Context: an optimization exercise on an open-source flow, tuned for small area, a short achievable clock period and few clock cycles. The choices shown serve that exercise and are no tape-out recipe.
At most, simulation tests tie the RTL to the original design; equivalence was not proved.
Only the layout flow was run in runs 2 to 5; the RTL was not checked for function there.
Power is estimated from default activity; no workload was simulated.

--- flow/config.mk ---
export PLATFORM = sky130hd
export DESIGN_NAME = slab_alloc_top
export DESIGN_NICKNAME = slab_alloc_top
export VERILOG_FILES = /design/flow/design.v
export SDC_FILE = /design/flow/constraint.sdc
export NUM_CORES = 4
export LEC_CHECK = 0
export CAP_MARGIN = 20
export CORE_MARGIN = 2
export CORE_UTILIZATION = 40
export SLEW_MARGIN = 20
--- flow/constraint.sdc ---
create_clock -name core_clock -period 6.0 [get_ports {clk}]
set_input_delay 1.2000 -clock core_clock [delete_from_list [all_inputs] [get_ports {clk}]]
set_output_delay 1.2000 -clock core_clock [all_outputs]
set_load 0.01 [all_outputs]
--- flow/design.v ---
`timescale 1ns/1ps
module slab_alloc_top (
    input  logic                    clk,
    input  logic                    rst,
    input  logic [15:0]             req_size,
    input  logic                    req_valid,
    output logic                    req_ready,
    output logic [32-1:0] malloc_pointer,
    output logic                    malloc_failed,
    output logic                    malloc_valid,
    input  logic                    malloc_ready,
    input  logic [32-1:0] free_pointer,
    input  logic [15:0]             free_size,
    input  logic                    free_valid,
    output logic                    free_ready,
    output logic                    error_overflow
);
    function automatic logic [4:1] size_class(input logic [15:0] s);
        logic nz;
        nz = s != 16'd0;
        size_class[1] = nz && s <= 16'd64;
        size_class[2] = s > 16'd64 && s <= 16'd128;
        size_class[3] = s > 16'd128 && s <= 16'd256;
        size_class[4] = s > 16'd256 && s <= 16'd512;
    endfunction
    logic [4:1] acls;
    logic [4:1] fcls;
    logic       acc_alloc;
    logic       acc_free;
    assign acls = size_class(req_size);
    assign fcls = size_class(free_size);
    assign acc_alloc = req_valid;
    assign acc_free = free_valid;
    assign req_ready = 1'b1;
    assign free_ready = 1'b1;
    logic [3:0] pg;
    logic       pg_avail;
    assign pg_avail = pg != 4'd10;
    logic [4:1] pend;
    logic [3:0] wr_idx;
    logic [7:0] wr_data;
    logic [8:0] effm [1:4];      
    logic [4:1] ok;              
    logic [4:1] full;
    logic [4:1] ne_vec;
    logic [3:0] tl_lo [1:4];
    logic [8:0] ptr_q;
    logic [4:1] upd;
    logic [8:0] ptr_next;
    logic [4:1] ok_sel;
    logic [3:0] idx_sel;
    logic [4:1] drop;
    always_comb begin
        ptr_next = '0;
        idx_sel = '0;
        for (int k = 1; k <= 4; k++) begin
            ptr_next = ptr_next | (acls[k] ? effm[k] : 9'd0);
            idx_sel = idx_sel | (fcls[k] ? tl_lo[k] : 4'd0);
        end
        ok_sel = acls & ok;
        drop = fcls & full;
    end
    always_ff @(posedge clk) begin
        if (rst) begin
            malloc_valid <= 1'b0;
            malloc_failed <= 1'b0;
            upd <= '0;
            pend <= '0;
            error_overflow <= 1'b0;
        end else begin
            if (acc_alloc) begin
                malloc_valid <= 1'b1;
                malloc_failed <= ok_sel == '0;
            end else if (malloc_ready) begin
                malloc_valid <= 1'b0;
            end
            upd <= acc_alloc ? ok_sel : 4'd0;
            pend <= acc_free ? (fcls & ~full) : 4'd0;
            error_overflow <= acc_free && drop != '0;
        end
    end
    always_ff @(posedge clk) begin
        if (acc_alloc)
            ptr_q <= ptr_next;
        if (acc_free) begin
            wr_idx <= idx_sel;
            wr_data <= free_pointer[13:6];
        end
    end
    assign malloc_pointer = {17'd0, ptr_q, 6'd0};
    always_ff @(posedge clk) begin
        if (rst)
            pg <= 4'd2;
        else if ((upd & ~ne_vec) != '0)
            pg <= pg + 1'b1;
    end
    for (genvar k = 1; k <= 4; k++) begin : g_cls
        localparam int W = 9 - k;
        localparam int OW = 6 - k;
        logic [W-1:0] mem [16];
        logic [4:0]   hd;
        logic [4:0]   tl;
        logic         bg_v;
        logic [3:0]   bg_pos;
        logic [W-1:0] bg_a;
        logic         empty;
        logic         isbig;
        logic         fwd;
        logic [W-1:0] head_a;
        logic [W-1:0] cand;
        logic [7:0]   a8;
        logic         hasrem;
        assign empty = hd == tl;
        assign full[k] = hd[3:0] == tl[3:0] && hd[4] != tl[4];
        assign ne_vec[k] = !empty;
        assign tl_lo[k] = tl[3:0];
        assign isbig = bg_v && bg_pos == hd[3:0];
        assign fwd = pend[k] && wr_idx == hd[3:0];
        assign head_a = fwd ? wr_data[7:k-1] : mem[hd[3:0]];
        assign cand = isbig ? bg_a : head_a;
        assign a8 = empty ? {pg[2:0], 5'd0} : 8'({cand, {(k-1){1'b0}}});
        assign ok[k] = !empty || pg_avail;
        assign effm[k] = ok[k] ? {a8[7:6] == 2'b00, a8} : 9'd0;
        assign hasrem = bg_a[OW-1:0] != {OW{1'b1}};
        always_ff @(posedge clk) begin
            if (pend[k])
                mem[wr_idx] <= wr_data[7:k-1];
        end
        always_ff @(posedge clk) begin
            if (rst) begin
                hd <= '0;
                tl <= '0;
                bg_v <= 1'b0;
            end else if (upd[k]) begin
                if (!empty) begin
                    hd <= hd + 1'b1;
                    if (isbig) begin
                        if (hasrem) begin
                            bg_a <= bg_a + 1'b1;
                            bg_pos <= tl[3:0];
                            tl <= tl + 1'b1;
                        end else begin
                            bg_v <= 1'b0;
                        end
                    end
                end else begin
                    bg_v <= 1'b1;
                    bg_a <= W'({pg[2:0], {(OW-1){1'b0}}, 1'b1});
                    bg_pos <= tl[3:0];
                    tl <= tl + 1'b1;
                end
            end else if (acc_free && fcls[k] && !full[k]) begin
                tl <= tl + 1'b1;
            end
        end
    end
endmodule
--- flow/run.sh ---
#!/bin/bash
# synth_recipe.tcl (not shown) runs the flow's synth.tcl, then flattens the netlist and writes it again
# the make line also repeats each setting of config.mk as NAME=value (left out here)
make -C /OpenROAD-flow-scripts/flow DESIGN_CONFIG=/design/flow/config.mk WORK_HOME=/design/flow/orfs CLKGATE_MAP_FILE= SYNTH_SCRIPT=/design/flow/synth_recipe.tcl finish
==> results.sh, run 1 <==
export IMPL_synthCells=1513
export IMPL_r2r_end="ptr_q[3]$_DFFE_PP_"
export IMPL_cts_resized=0
export IMPL_setup_violations=0
export IMPL_grt_pass1_wl_um=81900
export IMPL_fin_crit_sh=0.609
export IMPL_synth_area_um2=23600
export IMPL_vias=13100
export IMPL_max_freq_mhz=274
export IMPL_relSlewSlack=0.232
export IMPL_grt_util_all_layers=0.181
export IMPL_core_um2=58700
export IMPL_drive_above_1_share=0.147
export IMPL_arrival_ns=4.09
export IMPL_dp_hpwl_um=35900
export IMPL_initialDrtViolationCount=1069
export IMPL_fillers=4977
export IMPL_min_period_ns=3.65
export IMPL_tns_ns=0
export IMPL_worstHoldStart="malloc_failed$_SDFFE_PP0P_"
export IMPL_crit_top_cell="nor4_1"
export IMPL_first_global_vias=12900
export IMPL_maxSlewViolCount=0
export IMPL_cts_tree="done"
export IMPL_num_rows=89
export IMPL_cts_buffer_depth=3
export IMPL_worst_setup_path_end_kind="register"
export IMPL_grt_max_degree=69
export IMPL_area_growth_pct=13.4
export IMPL_min_path_type="register to register"
export IMPL_io_buffers=56
export IMPL_wl_per_cell_um=22.9
export IMPL_diodes=0
export IMPL_synth_edf_count=479
export IMPL_hold_viol_final=0
export IMPL_nets=1645
export IMPL_hold_depth=2
export IMPL_p_leak_nw=8.58
export IMPL_worstPathMaxFanout=5
export IMPL_cp_cell_sequence="clkdlybuf4s50_1 -> nor4_1 -> nand4b_1 -> a211oi_1 -> nand2_1 -> nor4_1 -> a2111oi_0 -> o2111ai_1"
export IMPL_grt_setup_unrepaired="false"
export IMPL_max_cap_violations=0
export IMPL_via_per_inst=5.51
export IMPL_synth_distinct_cells=69
export IMPL_r2r_start="g_cls[1].hd[2]$_SDFFE_PP0P_"
export IMPL_whs_endpoint="malloc_failed$_SDFFE_PP0P_"
export IMPL_crit_family="simple AND/OR/NAND/NOR gates"
export IMPL_htree_levels=2
export IMPL_total_power_mw=7.95
export IMPL_avgSynthCellArea_um2=15.6
export IMPL_cp_required_ns=6.44
export IMPL_reg2reg_depth=6
export IMPL_cts_sinks=554
export IMPL_status="complete, no violations"
export IMPL_setup_worst_path_class="primary input to register"
export IMPL_die_h_um=247
export IMPL_yosysSeqAreaShare=0.673
export IMPL_async_reset_ff_frac=0
export IMPL_pin_count=106
export IMPL_fin_skew_ns=0.0189
export IMPL_cts_hold_fix_buffers=0
export IMPL_die_w_um=247
export IMPL_post_cts_buffers=0
export IMPL_ys_warn_count=3
export IMPL_synthFlopType="edfxtp_1"
export IMPL_drc_errors=0
export IMPL_worst_pin_slew_ns=1.14
export IMPL_overflow=0
export IMPL_initial_core_util=0.402
export IMPL_routabilityCongestion=0.842
export IMPL_power_density_cell_area_nw_per_um2=297
export IMPL_crit_buf_inv=1
export IMPL_cts_buffers=56
export IMPL_clk_pin_slew_ns=0.06
export IMPL_ys_ff_latch=554
export IMPL_r2r_slack_ns=2.62
export IMPL_worstSetupStartpointType="primary input"
export IMPL_slowest_stage="a211oi_1"
export IMPL_clock_latency_ns=0.62
export IMPL_root_buffer="clkbuf_16"
export IMPL_ir_drop_mv=0.230
export IMPL_wl_um=54500
export IMPL_max_stage_delay_ns=0.66
export IMPL_dr_pass1_iters=5
export IMPL_antenna_found_initial=0
export IMPL_dieArea_um2=60900
export IMPL_ant_nets=0
[sequential cells by signal, summed over array words and instances (netlist names), named ones only]
register        cells
pend                4
malloc_valid        1
g_cls.tl           20
ptr_q               9
malloc_failed       1
g_cls.bg_v          4
upd                 4
g_cls.bg_pos       16
g_cls.bg_a         26
wr_data             8
error_overflow      1
wr_idx              4
g_cls.mem         416
pg                  4
g_cls.hd           20
[report_power, final]
part / switching [mW] / internal [mW]
clock: 1.46 / 2.10
sequential: 0.0165 / 4.21
combinational: 0.117 / 0.0449
total: 1.60 / 6.36
[final cells by class]
cell class | count | area, um^2 | area share
inverter | 20 | 75.1 | 0.00281
clock buffer | 73 | 1570 | 0.0586
multi-input combinational | 853 | 7220 | 0.270
tap | 773 | 967 | 0.0361
sequential | 554 | 15900 | 0.594
timing repair buffer | 75 | 698 | 0.0261
clock inverter | 33 | 342 | 0.0128
[layout by cell type (no fill, tap or decap), drive strengths merged, types with 5 or more instances in the layout]
master | netlist | routed
inv | 20 | 20
and3 | 13 | 13
clkdlybuf4s50 | 0 | 55
conb | 2 | 25
xnor2 | 35 | 35
a21oi | 41 | 41
ha | 16 | 16
mux2 | 5 | 5
clkbuf | 71 | 73
a311oi | 5 | 5
dfxtp | 75 | 75
buf | 38 | 20
mux4 | 111 | 111
mux2i | 29 | 29
nor4 | 11 | 11
nand2 | 80 | 80
o22ai | 7 | 7
edfxtp | 479 | 479
xor2 | 63 | 63
clkinvlp | 0 | 7
or4 | 6 | 6
bufinv | 0 | 6
clkinv | 0 | 20
o21ai | 34 | 34
a211oi | 21 | 21
or3 | 8 | 8
nand4 | 16 | 16
and2 | 79 | 79
nor2 | 94 | 94
a211o | 8 | 8
nand2b | 12 | 12
nand3 | 32 | 32
nor2b | 16 | 16
nor3 | 19 | 19
o211ai | 9 | 9
[per-stage QoR]
step | utilization | setup WS [ns] | cells | area, um^2 | hold slack (ns)
floorplan | - | 2.31 | 1536 | 23700 | 0.446
global placement | 0.423 | 1.75 | 2275 | 24800 | 0.458
detailed placement | 0.423 | 1.74 | 2275 | 24900 | 0.460
CTS | 0.456 | 2.39 | 2381 | 26800 | 0.470
global route | 0.456 | 2.13 | 2381 | 26800 | 0.489
finish | 0.456 | 2.35 | 2381 | 26800 | 0.466
[logic make-up (layout without fill, tap and decap cells)]
group / after synthesis / in the layout / share of synthesized area
flops: 554 / 554 / 0.673
simple gates: 402 / 402 / 0.0878
compound gates: 167 / 167 / 0.0477
mux: 145 / 145 / 0.121
buf+inv: 129 / 201 / 0.0253
xor+xnor: 98 / 98 / 0.0364
fa+ha+maj: 16 / 16 / 0.00848
other cells: 2 / 25 / 0.000318
[per-layer routing]
layer / track usage / up-vias / share of wire
li1: - / 5879 / -
met1: 0.257 / 6671 / 0.45
met2: 0.277 / 453 / 0.46
met3: 0.0331 / 109 / 0.063
met4: 0.0672 / 0 / 0.035
met5: 0 / - / 0
[worst register-to-register path: cells and delay by family, from the launching register on]
family          cells  cell delay (ns)
compound gates      1             0.15
xor+xnor            1             0.11
simple gates        4             2.35
flops               1             0.50
[cell usage after synthesis, types with 5 or more instances]
| cell | count | share of area |
|---|---|---|
| nand2_1 | 80 | 0.013 |
| buf_4 | 25 | 0.0080 |
| ha_1 | 16 | 0.0085 |
| and2_1 | 79 | 0.021 |
| mux4_2 | 111 | 0.11 |
| nand4_1 | 16 | 0.0042 |
| a211o_1 | 8 | 0.0030 |
| dfxtp_1 | 75 | 0.064 |
| a311oi_1 | 5 | 0.0019 |
| or3_1 | 8 | 0.0021 |
| o22ai_1 | 7 | 0.0019 |
| edfxtp_1 | 479 | 0.61 |
| o21ai_0 | 16 | 0.0034 |
| xnor2_1 | 35 | 0.013 |
| nand2b_1 | 12 | 0.0032 |
| nor3_1 | 19 | 0.0040 |
| nand3_1 | 31 | 0.0066 |
| nor2b_1 | 16 | 0.0042 |
| o211ai_1 | 9 | 0.0029 |
| buf_2 | 9 | 0.0019 |
| clkbuf_1 | 71 | 0.011 |
| a21oi_1 | 41 | 0.0087 |
| nor2_1 | 94 | 0.015 |
| mux2i_1 | 29 | 0.012 |
| a211oi_1 | 20 | 0.0064 |
| o21ai_1 | 18 | 0.0038 |
| xor2_1 | 63 | 0.023 |
| nor4_1 | 11 | 0.0029 |
| and3_1 | 13 | 0.0034 |
| inv_1 | 19 | 0.0030 |
[how the worst max path moves through the flow]
| stage | endpoint | depth (start not counted) | slack [ns] | startpoint |
|---|---|---|---|---|
| finish | ptr_q[5]$_DFFE_PP_ | 8 | 2.35 | req_size[1] |
| global route | ptr_q[5]$_DFFE_PP_ | 8 | 2.13 | req_size[1] |
| CTS | g_cls[3].tl[3]$_SDFFE_PP0P_ | 8 | 2.39 | free_size[3] |
| detailed placement | g_cls[3].tl[3]$_SDFFE_PP0P_ | 8 | 1.74 | free_size[3] |
| global placement | g_cls[3].tl[3]$_SDFFE_PP0P_ | 8 | 1.75 | free_size[3] |
| floorplan | g_cls[3].tl[3]$_SDFFE_PP0P_ | 8 | 2.31 | free_size[3] |
Testbench counts, summed over its fixed seeds: cycles 7,452.
==> run 2: changes to the inputs <==
--- a/flow/design.v
+++ b/flow/design.v
@@ -84,6 +84,4 @@
             ptr_q <= ptr_next;
-        if (acc_free) begin
-            wr_idx <= idx_sel;
-            wr_data <= free_pointer[13:6];
-        end
+        wr_idx <= idx_sel;
+        wr_data <= free_pointer[13:6];
     end
--- a/flow/config.mk
+++ b/flow/config.mk
@@ -7,2 +7,3 @@
 export LEC_CHECK = 0
+export ABC_CLOCK_PERIOD_IN_PS = 2500
 export CAP_MARGIN = 20
@@ -10,2 +11,3 @@
 export CORE_UTILIZATION = 40
+export SETUP_SLACK_MARGIN = 2.5
 export SLEW_MARGIN = 20
==> results.sh, run 2 <==
export IMPL_status="complete, no violations"
export IMPL_pin_count=106
export IMPL_dpl_cell_count=2273
export IMPL_grt_util_all_layers=0.184
export IMPL_async_reset_ff_frac=0
export IMPL_place_area_um2=24800
export IMPL_wl_per_cell_um=23.2
export IMPL_crit_family="compound AO/OA/AOI/OAI gates"
export IMPL_dp_hpwl_um=35100
export IMPL_cts_buffers=57
export IMPL_drc_errors=0
export IMPL_routabilityCongestion=0.877
export IMPL_die_w_um=246
export IMPL_synth_edf_count=467
export IMPL_initial_core_util=0.406
export IMPL_grt_setup_unrepaired="true"
export IMPL_avgSynthCellArea_um2=15.5
export IMPL_yosys_top_cells_count="edfxtp_1, mux4_2, nor2_1, dfxtp_1, and2_1"
export IMPL_top_usage_layer="met2"
export IMPL_root_buffer="clkbuf_16"
export IMPL_synthCells=1513
export IMPL_yosys_top_cells_area="edfxtp_1, mux4_2, dfxtp_1"
export IMPL_min_path_type="register to register"
export IMPL_r2r_slack_ns=2.69
export IMPL_drive_above_1_share=0.160
export IMPL_num_rows=88
export IMPL_fin_ws_ns=2.51
export IMPL_die_h_um=246
export IMPL_synthFlopType="edfxtp_1"
export IMPL_cts_tree="done"
export IMPL_htree_levels=2
export IMPL_fin_cells=2389
export IMPL_cts_buffer_depth=3
export IMPL_initialDrtViolationCount=1227
export IMPL_p_leak_nw=8.70
export IMPL_slowest_stage="or4_1"
export IMPL_cp_required_ns=6.30
export IMPL_crit_buf_inv=1
export IMPL_largest_register_ffs=416
export IMPL_layout_commonest_cell="edfxtp_1"
export IMPL_maxSlewViolCount=0
export IMPL_via_per_inst=5.51
export IMPL_worstPathMaxFanout=5
export IMPL_nets=1660
export IMPL_ir_drop_mv=0.221
export IMPL_first_global_vias=12800
export IMPL_worst_pin_slew_ns=1.15
export IMPL_wl_um=55400
export IMPL_fin_crit_sh=0.581
export IMPL_final_cell_mix="edfxtp_1, mux4_2, nor2_1"
export IMPL_setup_worst_path_class="primary input to register"
export IMPL_met2_usage=0.274
export IMPL_relSlewSlack=0.228
export IMPL_clock_latency_ns=0.62
export IMPL_io_buffers=56
export IMPL_power_density_cell_area_nw_per_um2=293
export IMPL_grt_use_met3=0.0277
export IMPL_area_growth_pct=14.1
export IMPL_yosysTopAreaCell="edfxtp_1"
export IMPL_setup_violations=0
export IMPL_dr_pass1_iters=8
export IMPL_max_cap_violations=0
export IMPL_clk_pin_slew_ns=0.06
export IMPL_grt_pass1_wl_um=82200
export IMPL_hold_viol_final=0
export IMPL_grt_max_degree=69
export IMPL_fin_skew_ns=0.0155
export IMPL_yosysTopAreaCellShare=0.598
export IMPL_place_ws_ns=1.63
export IMPL_final_core_util=0.463
export IMPL_min_period_ns=3.49
export IMPL_max_freq_mhz=287
export IMPL_fillers=5024
export IMPL_ant_nets=0
export IMPL_worst_setup_path_end_kind="register"
export IMPL_design_area_um2=26800
export IMPL_vias=13200
export IMPL_cts_sinks=554
export IMPL_synth_distinct_cells=69
export IMPL_antenna_found_initial=1
export IMPL_yosysSeqAreaShare=0.672
export IMPL_synth_area_um2=23500
export IMPL_yosysMostFrequentCell="edfxtp_1"
export IMPL_overflow=0
export IMPL_core_um2=57800
export IMPL_gr_usage_met1=0.273
export IMPL_arrival_ns=3.79
export IMPL_cp_cell_sequence="clkdlybuf4s50_1 -> or4_1 -> o311ai_1 -> a211oi_2 -> nand2_1 -> nor4_1 -> a2111oi_1 -> o2111ai_1"
export IMPL_tns_ns=0
export IMPL_dieArea_um2=60600
export IMPL_max_stage_delay_ns=0.60
export IMPL_ys_warn_count=3
export IMPL_ys_ff_latch=554
export IMPL_worstSetupStartpointType="primary input"
-- run 2: cell count changes after synthesis, moves of 4 or more --
cell      previous run  this run
buf_1                3         9
dfxtp_1             75        87
edfxtp_1           479       467
inv_1               19        23
nand2_1             80        76
nand2b_1            12        19
nand4_1             16        21
nor2_1              94        90
xor2_1              63        56
-- run 2: path summary, 6_finish.rpt --
kind	startpoint	endpoint	cells after the start
worst max-delay path	req_size[1]	ptr_q[5]$_DFFE_PP_	8
worst min-delay path	malloc_failed$_SDFFE_PP0P_	malloc_failed$_SDFFE_PP0P_	2
worst max register to register	wr_idx[3]$_DFF_P_	ptr_q[5]$_DFFE_PP_	7
worst min register to register	malloc_failed$_SDFFE_PP0P_	malloc_failed$_SDFFE_PP0P_	2
-- run 2: kinds of logic (layout without fill, tap and decap cells) --
kind of cell,Yosys count,after routing,synth area share
AO/OA/AOI/OAI,172,172,0.0495
XOR/XNOR,92,92,0.0343
adder cells (fa/ha/maj),16,16,0.00853
buffers and inverters,132,217,0.0254
flip-flops,554,554,0.672
multiplexers,149,149,0.123
other,2,28,0.000320
AND/OR/NAND/NOR,396,396,0.0868
-- run 2: area by class of cell --
class,instances,area (um^2),share of cell area
Clock inverter,29,273,0.0102
Inverter,24,90.1,0.00336
Timing Repair Buffer,88,803,0.0300
Clock buffer,76,1590,0.0594
Multi-Input combinational cell,850,7270,0.272
Tap cell,765,957,0.0358
Sequential cell,554,15800,0.589
Antenna cell,3,7.51,0.000280
-- run 2: what timing repair did --
item | CTS | global route
setup endpoints to repair | 3 | 15
hold buffers | 0 | 0
gates resized for setup | 2 | 9
buffers inserted | 0 | 8
pin swaps | 0 | 7
-- run 2: worst register-to-register path, delay by kind of cell, from the launching register on --
family          cells  cell delay, ns
compound gates      3            1.43
flops               1            0.91
simple gates        2            0.25
xor+xnor            1            0.23
buf+inv             1            0.20
-- run 2: report_power, final --
part	internal [mW]	switching, mW	total (mW)
clock network	2.07	1.46	3.53
logic	0.0396	0.0750	0.115
registers	4.17	0.0177	4.18
total	6.28	1.56	7.83
-- run 2: per-layer routing --
layer,routed length (um),vias to the layer above
li1,-,5910
met1,25200,6674
met2,24800,485
met3,3780,88
met4,1610,0
met5,0,-
-- run 2: through the flow --
stage	power [mW]	hold slack, ns
detailed placement	4.38	0.466
global placement	4.38	0.471
finish	7.83	0.472
floorplan	4.31	0.406
global route	8.06	0.497
CTS	7.90	0.476
==> run 3: changes to the inputs <==
--- a/flow/config.mk
+++ b/flow/config.mk
@@ -7,3 +7,3 @@
 export LEC_CHECK = 0
-export ABC_CLOCK_PERIOD_IN_PS = 2500
+export ABC_CLOCK_PERIOD_IN_PS = 2000
 export CAP_MARGIN = 20
@@ -11,3 +11,3 @@
 export CORE_UTILIZATION = 40
-export SETUP_SLACK_MARGIN = 2.5
+export SETUP_SLACK_MARGIN = 3.5
 export SLEW_MARGIN = 20
==> results.sh, run 3 <==
export IMPL_status="complete, no violations"
export IMPL_maxSlewViolCount=0
export IMPL_die_w_um=246
export IMPL_root_buffer="clkbuf_16"
export IMPL_max_freq_mhz=331
export IMPL_first_global_vias=13500
export IMPL_drc_errors=0
export IMPL_hold_viol_final=0
export IMPL_via_per_inst=5.47
export IMPL_yosys_top_cells_count="edfxtp_1, mux4_2, nor2_1, dfxtp_1, and2_1"
export IMPL_pin_count=106
export IMPL_initialDrtViolationCount=1317
export IMPL_drive_above_1_share=0.269
export IMPL_fin_crit_sh=0.503
export IMPL_grt_pass1_wl_um=85200
export IMPL_clk_pin_slew_ns=0.06
export IMPL_cp_required_ns=6.53
export IMPL_grt_util_all_layers=0.189
export IMPL_yosysMostFrequentCell="edfxtp_1"
export IMPL_nets=1735
export IMPL_yosys_top_cells_area="edfxtp_1, mux4_2, dfxtp_1"
export IMPL_num_rows=88
export IMPL_htree_levels=2
export IMPL_relSlewSlack=0.289
export IMPL_wl_um=57300
export IMPL_synth_distinct_cells=69
export IMPL_tns_ns=0
export IMPL_crit_buf_inv=2
export IMPL_synthCells=1513
export IMPL_ir_drop_mv=0.203
export IMPL_grt_max_degree=69
export IMPL_cts_tree="done"
export IMPL_slowest_stage="or4_4"
export IMPL_wl_per_cell_um=23.3
export IMPL_initial_core_util=0.406
export IMPL_die_h_um=246
export IMPL_largest_register_ffs=416
export IMPL_fin_skew_ns=0.0190
export IMPL_layout_commonest_cell="edfxtp_1"
export IMPL_cp_cell_sequence="buf_6 -> or4_4 -> or4_4 -> a211oi_4 -> nand3_2 -> mux2_4 -> buf_6 -> or3_4 -> a21oi_2"
export IMPL_diodes=0
export IMPL_dieArea_um2=60600
export IMPL_cts_buffer_depth=3
export IMPL_min_path_type="register to register"
export IMPL_final_cell_mix="edfxtp_1, mux4_2, nor2_1"
export IMPL_crit_family="simple AND/OR/NAND/NOR gates"
export IMPL_cts_buffers=56
export IMPL_dp_hpwl_um=36300
export IMPL_synthFlopType="edfxtp_1"
export IMPL_worst_pin_slew_ns=1.06
export IMPL_ant_nets=0
export IMPL_grt_setup_unrepaired="true"
export IMPL_yosysSeqAreaShare=0.672
export IMPL_dpl_cell_count=2278
export IMPL_worst_setup_path_end_kind="register"
export IMPL_min_period_ns=3.02
export IMPL_core_um2=57800
export IMPL_cts_hold_fix_buffers=0
export IMPL_clock_latency_ns=0.62
export IMPL_fin_cells=2461
export IMPL_setup_violations=0
export IMPL_p_leak_nw=9.31
export IMPL_io_buffers=56
export IMPL_arrival_ns=3.55
export IMPL_vias=13500
export IMPL_yosysTopAreaCellShare=0.598
export IMPL_ys_warn_count=3
export IMPL_async_reset_ff_frac=0
export IMPL_avgSynthCellArea_um2=15.5
export IMPL_overflow=0
export IMPL_cts_sinks=554
export IMPL_area_growth_pct=19.7
export IMPL_worstSetupStartpointType="primary input"
export IMPL_dr_pass1_iters=5
export IMPL_routabilityCongestion=0.871
export IMPL_synth_edf_count=467
export IMPL_worstPathMaxFanout=6
export IMPL_yosysTopAreaCell="edfxtp_1"
export IMPL_antenna_found_initial=0
export IMPL_max_cap_violations=0
export IMPL_max_stage_delay_ns=0.54
export IMPL_power_density_cell_area_nw_per_um2=277
export IMPL_ys_ff_latch=554
export IMPL_synth_area_um2=23500
export IMPL_setup_worst_path_class="primary input to register"
[run 3: cell counts after synthesis]
No cell type changed its count.
[run 3: worst paths after layout]
| kind | from | end | slack (ns) | depth (start not counted) |
|---|---|---|---|---|
| worst min-delay path | malloc_valid$_SDFFE_PP0P_ | malloc_valid$_SDFFE_PP0P_ | 0.48 | 2 |
| worst max-delay path | free_size[4] | g_cls[3].tl[3]$_SDFFE_PP0P_ | 2.98 | 9 |
| worst min register to register | malloc_valid$_SDFFE_PP0P_ | malloc_valid$_SDFFE_PP0P_ | 0.48 | 2 |
| worst max register to register | register | ptr_q[4]$_DFFE_PP_ | 3.33 | 8 |
[run 3: final cells by class]
cell class	instances	area, um^2
well taps	765	957
inverters	24	91.3
clock inverters	35	330
clock buffers	69	1500
repair buffers	164	1560
multi-input cells	850	7830
fillers	4864	29700
flip-flops and latches	554	15800
[run 3: repair_timing]
action                     4_1_cts  5_1_grt
pin swaps                       54       36
resized for setup              213       50
setup endpoints to repair      341       77
hold endpoints to repair         0        0
buffers inserted                53       21
cloned                           5        0
[run 3: cells by family (layout without fill, tap and decap cells)]
family / Yosys count / in the layout / synth area share
xor+xnor: 92 / 92 / 0.0343
flops: 554 / 554 / 0.672
buf+inv: 132 / 292 / 0.0254
fa+ha+maj: 16 / 16 / 0.00853
compound gates: 172 / 172 / 0.0495
simple gates: 396 / 396 / 0.0868
mux: 149 / 149 / 0.123
other cells: 2 / 25 / 0.000320
[run 3: report_power, final]
group / internal [mW] / switching (mW) / total, mW
Combinational: 0.0443 / 0.0852 / 0.129
Sequential: 4.16 / 0.0185 / 4.18
Clock: 2.00 / 1.47 / 3.47
[run 3: per-layer routing]
metal,up-vias,global-route usage,wire length [um]
met4,0,0.0690,1860
met1,6880,0.270,25800
met5,-,0,0
met3,99,0.0243,3270
li1,6050,-,-
met2,432,0.296,26400
[run 3: through the flow]
stage	hold WS, ns	total power, mW	util	area (um^2)	worst slack, ns
after floorplan	0.406	4.31	-	23600	2.39
after global placement	0.469	4.38	0.430	24900	1.90
after detailed placement	0.477	4.39	0.430	24900	1.85
after CTS	0.487	7.84	0.480	27700	2.96
after global routing	0.513	7.99	0.486	28100	2.94
final	0.482	7.78	0.486	28100	2.98
[run 3: worst min-delay path: stages (launching register included)]
cell	delay, ns
dfxtp_1	0.32
a21oi_1	0.06
nor2_1	0.07
==> run 4: changes to the inputs <==
--- a/flow/design.v
+++ b/flow/design.v
@@ -39,3 +39,2 @@
     logic [4:1] pend;
-    logic [3:0] wr_idx;
     logic [7:0] wr_data;
@@ -43,5 +42,4 @@
     logic [4:1] ok;              
-    logic [4:1] full;
-    logic [4:1] ne_vec;
-    logic [3:0] tl_lo [1:4];
+    logic [4:1] full;            
+    logic [4:1] empty;           
     logic [8:0] ptr_q;
@@ -50,13 +48,7 @@
     logic [4:1] ok_sel;
-    logic [3:0] idx_sel;
-    logic [4:1] drop;
     always_comb begin
         ptr_next = '0;
-        idx_sel = '0;
-        for (int k = 1; k <= 4; k++) begin
+        for (int k = 1; k <= 4; k++)
             ptr_next = ptr_next | (acls[k] ? effm[k] : 9'd0);
-            idx_sel = idx_sel | (fcls[k] ? tl_lo[k] : 4'd0);
-        end
         ok_sel = acls & ok;
-        drop = fcls & full;
     end
@@ -78,3 +70,3 @@
             pend <= acc_free ? (fcls & ~full) : 4'd0;
-            error_overflow <= acc_free && drop != '0;
+            error_overflow <= acc_free && (fcls & full) != '0;
         end
@@ -84,3 +76,2 @@
             ptr_q <= ptr_next;
-        wr_idx <= idx_sel;
         wr_data <= free_pointer[13:6];
@@ -91,3 +82,3 @@
             pg <= 4'd2;
-        else if ((upd & ~ne_vec) != '0)
+        else if ((upd & empty) != '0)
             pg <= pg + 1'b1;
@@ -100,8 +91,6 @@
         logic [4:0]   tl;
+        logic [4:0]   tl1;
         logic         bg_v;
         logic [3:0]   bg_pos;
-        logic [W-1:0] bg_a;
-        logic         empty;
         logic         isbig;
-        logic         fwd;
         logic [W-1:0] head_a;
@@ -110,17 +99,27 @@
         logic         hasrem;
-        assign empty = hd == tl;
-        assign full[k] = hd[3:0] == tl[3:0] && hd[4] != tl[4];
-        assign ne_vec[k] = !empty;
-        assign tl_lo[k] = tl[3:0];
+        logic         we;
+        logic [W-1:0] wd;
+        assign tl1 = tl + 1'b1;
+        assign empty[k] = hd == tl;
+        assign full[k] = pend[k] ? (hd[3:0] == tl1[3:0] && hd[4] != tl1[4])
+                                 : (hd[3:0] == tl[3:0] && hd[4] != tl[4]);
+        assign head_a = mem[hd[3:0]];
+        assign cand = (pend[k] && empty[k]) ? wr_data[7:k-1] : head_a;
+        assign a8 = (empty[k] && !pend[k]) ? {pg[2:0], 5'd0} : 8'({cand, {(k-1){1'b0}}});
+        assign ok[k] = !empty[k] || pend[k] || pg_avail;
+        assign effm[k] = ok[k] ? {a8[7:6] == 2'b00, a8} : 9'd0;
         assign isbig = bg_v && bg_pos == hd[3:0];
-        assign fwd = pend[k] && wr_idx == hd[3:0];
-        assign head_a = fwd ? wr_data[7:k-1] : mem[hd[3:0]];
-        assign cand = isbig ? bg_a : head_a;
-        assign a8 = empty ? {pg[2:0], 5'd0} : 8'({cand, {(k-1){1'b0}}});
-        assign ok[k] = !empty || pg_avail;
-        assign effm[k] = ok[k] ? {a8[7:6] == 2'b00, a8} : 9'd0;
-        assign hasrem = bg_a[OW-1:0] != {OW{1'b1}};
+        assign hasrem = head_a[OW-1:0] != {OW{1'b1}};
+        assign we = pend[k] || (upd[k] && (empty[k] || (isbig && hasrem)));
+        always_comb begin
+            if (pend[k])
+                wd = wr_data[7:k-1];
+            else if (empty[k])
+                wd = W'({pg[2:0], {(OW-1){1'b0}}, 1'b1});
+            else
+                wd = head_a + 1'b1;
+        end
         always_ff @(posedge clk) begin
-            if (pend[k])
-                mem[wr_idx] <= wr_data[7:k-1];
+            if (we)
+                mem[tl[3:0]] <= wd;
         end
@@ -131,22 +130,13 @@
                 bg_v <= 1'b0;
-            end else if (upd[k]) begin
-                if (!empty) begin
+            end else begin
+                if (we)
+                    tl <= tl1;
+                if (upd[k] && !empty[k])
                     hd <= hd + 1'b1;
-                    if (isbig) begin
-                        if (hasrem) begin
-                            bg_a <= bg_a + 1'b1;
-                            bg_pos <= tl[3:0];
-                            tl <= tl + 1'b1;
-                        end else begin
-                            bg_v <= 1'b0;
-                        end
-                    end
-                end else begin
+                if (upd[k] && we) begin
                     bg_v <= 1'b1;
-                    bg_a <= W'({pg[2:0], {(OW-1){1'b0}}, 1'b1});
                     bg_pos <= tl[3:0];
-                    tl <= tl + 1'b1;
+                end else if (upd[k] && isbig) begin
+                    bg_v <= 1'b0;
                 end
-            end else if (acc_free && fcls[k] && !full[k]) begin
-                tl <= tl + 1'b1;
             end
==> results.sh, run 4 <==
export IMPL_p_switching_mw=1.40
export IMPL_worst_setup_path_end_kind="register"
export IMPL_relSlewSlack=0.353
export IMPL_power_density_cell_area_nw_per_um2=240
export IMPL_yosysSeqAreaShare=0.659
export IMPL_tns_ns=0
export IMPL_die_w_um=242
export IMPL_layout_commonest_cell="edfxtp_1"
export IMPL_num_rows=87
export IMPL_holdWs_ns=0.479
export IMPL_cts_tree="done"
export IMPL_max_cap_violations=0
export IMPL_hold_viol_final=0
export IMPL_synthFlopType="edfxtp_1"
export IMPL_avgSynthCellArea_um2=15.4
export IMPL_synth_edf_count=441
export IMPL_cp_required_ns=6.45
export IMPL_largest_register_ffs=416
export IMPL_yosysTopAreaCell="edfxtp_1"
export IMPL_combPwrFrac=0.011
export IMPL_cts_buffers=53
export IMPL_cts_hold_fix_buffers=0
export IMPL_grt_max_degree=55
export IMPL_drc_errors=0
export IMPL_async_reset_ff_frac=0
export IMPL_setup_violations=0
export IMPL_crit_buf_inv=5
export IMPL_cts_sinks=524
export IMPL_nets=1862
export IMPL_p_sw_frac=0.191
export IMPL_diodes=0
export IMPL_ir_drop_mv=0.196
export IMPL_clock_latency_ns=0.59
export IMPL_max_freq_mhz=306
export IMPL_synthCells=1472
export IMPL_worstPathMaxFanout=9
export IMPL_cts_buffer_depth=3
export IMPL_wl_um=59400
export IMPL_area_growth_pct=35.1
export IMPL_fin_skew_ns=0.0146
export IMPL_status="complete, no violations"
export IMPL_maxSlewViolCount=0
export IMPL_min_period_ns=3.27
export IMPL_fin_crit_sh=0.545
export IMPL_cp_cell_sequence="buf_12 -> buf_12 -> mux4_2 -> a22oi_2 -> nand2_2 -> ha_4 -> a21boi_4 -> and2_4 -> ha_4 -> inv_4 -> a31oi_4 -> buf_6 -> a211oi_4 -> buf_12 -> xnor2_1 -> nor2_1"
export IMPL_drive_above_1_share=0.406
export IMPL_internal_power_mw=5.94
export IMPL_clk_pin_slew_ns=0.06
export IMPL_yosysTopAreaCellShare=0.585
export IMPL_antenna_found_initial=1
export IMPL_initial_core_util=0.403
export IMPL_fin_ws_ns=2.73
export IMPL_pin_count=106
export IMPL_root_buffer="clkbuf_16"
export IMPL_setup_worst_path_class="register to register"
export IMPL_worst_pin_slew_ns=0.964
export IMPL_grt_pass1_wl_um=88000
export IMPL_ant_nets=0
export IMPL_dieArea_um2=58500
export IMPL_wl_per_cell_um=23.2
export IMPL_vias=14200
export IMPL_yosys_top_cells_count="edfxtp_1, mux4_2, nand2_1, nor2_1, dfxtp_1"
export IMPL_dr_pass1_iters=6
export IMPL_ys_warn_count=2
export IMPL_core_um2=56200
export IMPL_overflow=0
export IMPL_routabilityCongestion=0.837
export IMPL_dp_hpwl_um=34700
export IMPL_crit_top_cell="buf_12"
export IMPL_final_cell_mix="edfxtp_1, mux4_2, buf_6"
export IMPL_first_global_vias=14200
export IMPL_ys_ff_latch=524
export IMPL_worstSetupStartpointType="register"
export IMPL_place_ws_ns=1.82
export IMPL_yosys_top_cells_area="edfxtp_1, mux4_2, dfxtp_1"
export IMPL_grt_setup_unrepaired="true"
export IMPL_io_buffers=56
export IMPL_max_stage_delay_ns=0.49
export IMPL_die_h_um=242
export IMPL_via_per_inst=5.53
export IMPL_crit_family="compound AO/OA/AOI/OAI gates"
export IMPL_min_path_type="register to register"
export IMPL_htree_levels=2
export IMPL_p_leak_nw=10.3
export IMPL_slowest_stage="mux4_2"
export IMPL_grt_util_all_layers=0.197
export IMPL_pwr_share_seq=0.532
export IMPL_clkPwrFrac=0.457
export IMPL_synth_area_um2=22600
export IMPL_fillers=4397
export IMPL_initialDrtViolationCount=1282
export IMPL_yosysMostFrequentCell="edfxtp_1"
export IMPL_arrival_ns=3.72
export IMPL_synth_distinct_cells=81
## run 4: cell type report
class | instances | area (um^2) | share of cell area
timing repair buffer | 293 | 3350 | 0.110
sequential | 524 | 14900 | 0.489
clock inverter | 23 | 260 | 0.00851
inverter | 27 | 106 | 0.00348
tap | 756 | 946 | 0.0309
multi-input combinational | 866 | 9450 | 0.309
clock buffer | 72 | 1510 | 0.0494
## run 4: metal layers
metal	track usage	wire (um)	vias to the layer above
met5	0	0	-
met4	0.0630	1500	0
met3	0.0336	3730	94
met2	0.320	28900	465
met1	0.272	25300	7300
li1	-	-	6314
## run 4: what timing repair did
item                       CTS  global route
gates resized for setup    330           118
gates cloned                15             5
setup endpoints to repair  904           829
setup buffers              154            65
pin swaps                  109            88
## run 4: logic make-up after synthesis
family | count (synthesis) | share of synthesized area
mux | 131 | 0.121
buf+inv | 119 | 0.0268
compound gates | 162 | 0.0515
simple gates | 422 | 0.0939
fa+ha+maj | 28 | 0.0155
flops | 524 | 0.659
xor+xnor | 84 | 0.0325
other cells | 2 | 0.000332
## run 4: metrics by stage
stage	utilization	power [mW]	cell area, um^2	instances
finish	0.544	7.34	30600	2561
global route	0.544	7.56	30600	2561
CTS	0.524	7.40	29500	2491
detailed placement	0.439	4.06	24700	2227
global placement	0.439	4.06	24600	2226
floorplan	-	4.02	23700	1495
## run 4: worst paths after layout
check / start / end / slack [ns] / depth (start not counted)
setup / recovery: register / g_cls[1].tl[4]$_SDFFE_PP0P_ / 2.73 / 16
hold / removal: g_cls[4].bg_v$_SDFFE_PP0P_ / g_cls[4].bg_v$_SDFFE_PP0P_ / 0.48 / 1
setup reg to reg: register / g_cls[1].tl[4]$_SDFFE_PP0P_ / 2.73 / 16
hold reg to reg: g_cls[4].bg_v$_SDFFE_PP0P_ / g_cls[4].bg_v$_SDFFE_PP0P_ / 0.48 / 1
## run 4: power groups by stage
stage	clock network (mW)	logic (mW)	registers (mW)
global placement	0	0.0745	3.99
floorplan	0	0.0382	3.98
CTS	3.42	0.0761	3.91
global route	3.57	0.0867	3.90
detailed placement	0	0.0758	3.99
finish	3.36	0.0808	3.91
==> run 5: changes to the inputs <==
--- a/flow/config.mk
+++ b/flow/config.mk
@@ -7,3 +7,3 @@
 export LEC_CHECK = 0
-export ABC_CLOCK_PERIOD_IN_PS = 2000
+export ABC_CLOCK_PERIOD_IN_PS = 1500
 export CAP_MARGIN = 20
@@ -11,3 +11,3 @@
 export CORE_UTILIZATION = 40
-export SETUP_SLACK_MARGIN = 3.5
+export SETUP_SLACK_MARGIN = 4.0
 export SLEW_MARGIN = 20
==> results.sh, run 5 <==
export IMPL_dp_hpwl_um=34100
export IMPL_routabilityCongestion=0.823
export IMPL_vias=14000
export IMPL_crit_buf_inv=3
export IMPL_initial_core_util=0.403
export IMPL_combPwrFrac=0.011
export IMPL_wl_um=59400
export IMPL_avgSynthCellArea_um2=15.4
export IMPL_cts_buffers=54
export IMPL_reg2reg_depth=14
export IMPL_num_rows=87
export IMPL_ys_ff_latch=524
export IMPL_clk_pin_slew_ns=0.06
export IMPL_dieArea_um2=58500
export IMPL_grt_util_all_layers=0.196
export IMPL_htree_levels=2
export IMPL_pin_count=106
export IMPL_cp_cell_sequence="buf_6 -> mux4_2 -> a22oi_2 -> nand2_2 -> ha_4 -> a21boi_4 -> and2_4 -> ha_4 -> inv_4 -> a31oi_4 -> nand2_8 -> nand2_8 -> nor3_4 -> buf_12"
export IMPL_via_per_inst=5.52
export IMPL_fin_crit_sh=0.546
export IMPL_cts_sinks=524
export IMPL_max_stage_delay_ns=0.51
export IMPL_cts_buffer_depth=3
export IMPL_setup_worst_path_class="register to register"
export IMPL_pwr_share_seq=0.516
export IMPL_cts_tree="done"
export IMPL_initialDrtViolationCount=1058
export IMPL_maxSlewViolCount=0
export IMPL_hold_viol_final=0
export IMPL_yosysMostFrequentCell="edfxtp_1"
export IMPL_dr_pass1_iters=5
export IMPL_internal_power_mw=6.07
export IMPL_grt_max_degree=54
export IMPL_ir_drop_mv=0.218
export IMPL_relSlewSlack=0.340
export IMPL_worst_setup_path_end_kind="register"
export IMPL_clock_latency_ns=0.61
export IMPL_final_cell_mix="edfxtp_1, mux4_2, buf_6"
export IMPL_root_buffer="clkbuf_16"
export IMPL_grt_setup_unrepaired="true"
export IMPL_worst_pin_slew_ns=0.988
export IMPL_worstSetupStartpointType="register"
export IMPL_fin_ws_ns=2.72
export IMPL_grt_pass1_wl_um=87300
export IMPL_diodes=0
export IMPL_die_h_um=242
export IMPL_p_sw_frac=0.197
export IMPL_yosysTopAreaCell="edfxtp_1"
export IMPL_layout_commonest_cell="edfxtp_1"
export IMPL_max_freq_mhz=305
export IMPL_p_switching_mw=1.49
export IMPL_min_path_type="register to register"
export IMPL_die_w_um=242
export IMPL_ys_warn_count=2
export IMPL_synth_edf_count=441
export IMPL_antenna_found_initial=0
export IMPL_place_ws_ns=1.80
export IMPL_arrival_ns=3.60
export IMPL_drive_above_1_share=0.431
export IMPL_yosys_top_cells_area="edfxtp_1, mux4_2, dfxtp_1"
export IMPL_hold_depth=1
export IMPL_synthCells=1472
export IMPL_yosysSeqAreaShare=0.659
export IMPL_synthFlopType="edfxtp_1"
export IMPL_overflow=0
export IMPL_async_reset_ff_frac=0
export IMPL_max_cap_violations=0
export IMPL_power_density_cell_area_nw_per_um2=247
export IMPL_fin_skew_ns=0.0142
export IMPL_p_leak_nw=10.2
export IMPL_first_global_vias=13900
export IMPL_io_buffers=56
export IMPL_cp_required_ns=6.32
export IMPL_status="complete, no violations"
export IMPL_clkPwrFrac=0.473
export IMPL_cp_num_cells=14
export IMPL_worstPathMaxFanout=8
export IMPL_tns_ns=0
export IMPL_crit_family="simple AND/OR/NAND/NOR gates"
export IMPL_yosysTopAreaCellShare=0.585
export IMPL_slowest_stage="mux4_2"
export IMPL_min_period_ns=3.28
export IMPL_yosys_top_cells_count="edfxtp_1, mux4_2, nand2_1, nor2_1, dfxtp_1"
export IMPL_wl_per_cell_um=23.4
export IMPL_core_um2=56200
export IMPL_largest_register_ffs=416
export IMPL_synth_distinct_cells=81
export IMPL_drc_errors=0
export IMPL_area_growth_pct=35.3
export IMPL_ant_nets=0
export IMPL_synth_area_um2=22600
export IMPL_nets=1836
export IMPL_setup_violations=0
## run 5: cell counts after synthesis
Identical to the previous run, type by type.
## run 5: path summary, 6_finish.rpt
| check | from | endpoint | slack (ns) |
|---|---|---|---|
| setup / recovery | register | g_cls[1].mem[0][6]$_DFFE_PP_ | 2.72 |
| hold / removal | g_cls[4].bg_v$_SDFFE_PP0P_ | g_cls[4].bg_v$_SDFFE_PP0P_ | 0.47 |
| setup reg to reg | register | g_cls[1].mem[0][6]$_DFFE_PP_ | 2.72 |
| hold reg to reg | g_cls[4].bg_v$_SDFFE_PP0P_ | g_cls[4].bg_v$_SDFFE_PP0P_ | 0.47 |
## run 5: final cells by class
class,count,area (um^2)
fill,4474,25600
inverter,27,106
tap,756,946
sequential,524,15000
clock inverter,39,498
timing repair buffer,264,2940
clock buffer,63,1400
multi-input combinational,868,9760
## run 5: what timing repair did
action,in CTS,in global routing
endpoints found under the setup margin,943,935
hold buffers,0,0
gates resized for setup,356,120
cloned,15,6
setup buffers,133,60
pin swaps,107,77
## run 5: power groups by stage
| stage | clock, mW | sequential, mW | combinational (mW) |
|---|---|---|---|
| 6_report | 3.58 | 3.90 | 0.0805 |
| 3_3_place_gp | 0 | 3.98 | 0.0739 |
| 5_1_grt | 3.78 | 3.90 | 0.0858 |
| 2_1_floorplan | 0 | 3.98 | 0.0394 |
| 4_1_cts | 3.64 | 3.90 | 0.0767 |
| 3_5_place_dp | 0 | 3.98 | 0.0750 |
## run 5: worst register-to-register path, stage by stage, from the launching register on
cell and delay (ns):
dfxtp_4 0.43, buf_6 0.13, mux4_2 0.51, a22oi_2 0.29, nand2_2 0.14, ha_4 0.19
a21boi_4 0.13, and2_4 0.15, ha_4 0.15, inv_4 0.05, a31oi_4 0.13, nand2_8 0.21
nand2_8 0.10, nor3_4 0.21, buf_12 0.17
## run 5: kinds of logic after synthesis
family | share of synthesized area
flip-flops | 0.659
AND/OR/NAND/NOR | 0.0939
AO/OA/AOI/OAI | 0.0515
multiplexers | 0.121
buffers and inverters | 0.0268
XOR/XNOR | 0.0325
adder cells (fa/ha/maj) | 0.0155
other | 0.000332
## run 5: metrics by stage
| step | total power [mW] | area [um^2] | utilization | instances | hold WS (ns) |
|---|---|---|---|---|---|
| global placement | 4.06 | 24900 | 0.443 | 2225 | 0.450 |
| detailed placement | 4.06 | 24900 | 0.443 | 2225 | 0.455 |
| finish | 7.56 | 30600 | 0.545 | 2541 | 0.474 |
| global route | 7.76 | 30600 | 0.545 | 2541 | 0.503 |
| floorplan | 4.02 | 23900 | - | 1495 | 0.403 |
| CTS | 7.62 | 29400 | 0.524 | 2475 | 0.468 |
## run 5: routing by layer
metal	GRT usage	up-vias	wire length [um]
met5	0	-	0
met4	0.0561	0	1590
met3	0.0333	105	3500
met2	0.313	456	28600
met1	0.277	7189	25700
li1	-	6270	-

## static timing again, ports no longer ideal
No port has a modelled driver above. Below, the same layouts with a new extraction and two added sets of constraints. Step 1 assumes that a clkbuf_16 drives the clock port and a buf_2 every other input. Step 2 adds t to the input delays and takes it off the output delays; t is the mean of the earliest and latest rising clock arrival at the registers after step 1. Input paths then give back, and output paths get back, about the clock's delay inside the block. Slacks: ideal ports / drivers / drivers and shift; pairs: ideal ports / drivers.
run	shift t [ns]	setup slack, ns	worst slew at a driven data input, ns
run 1	0.665	2.345 / 2.380 / 1.715	0.04
run 2	0.663	2.511 / 2.536 / 1.874	0.04
run 3	0.663	2.980 / 3.005 / 2.342	0.05
run 4	0.641	2.730 / 2.730 / 2.468	0.05
run 5	0.665	2.724 / 2.724 / 2.530	0.05
After both steps every run listed still meets setup and hold. The setup slack of run 3, which loses most, moves by +0.025 ns with the drivers and by -0.638 ns with both steps.
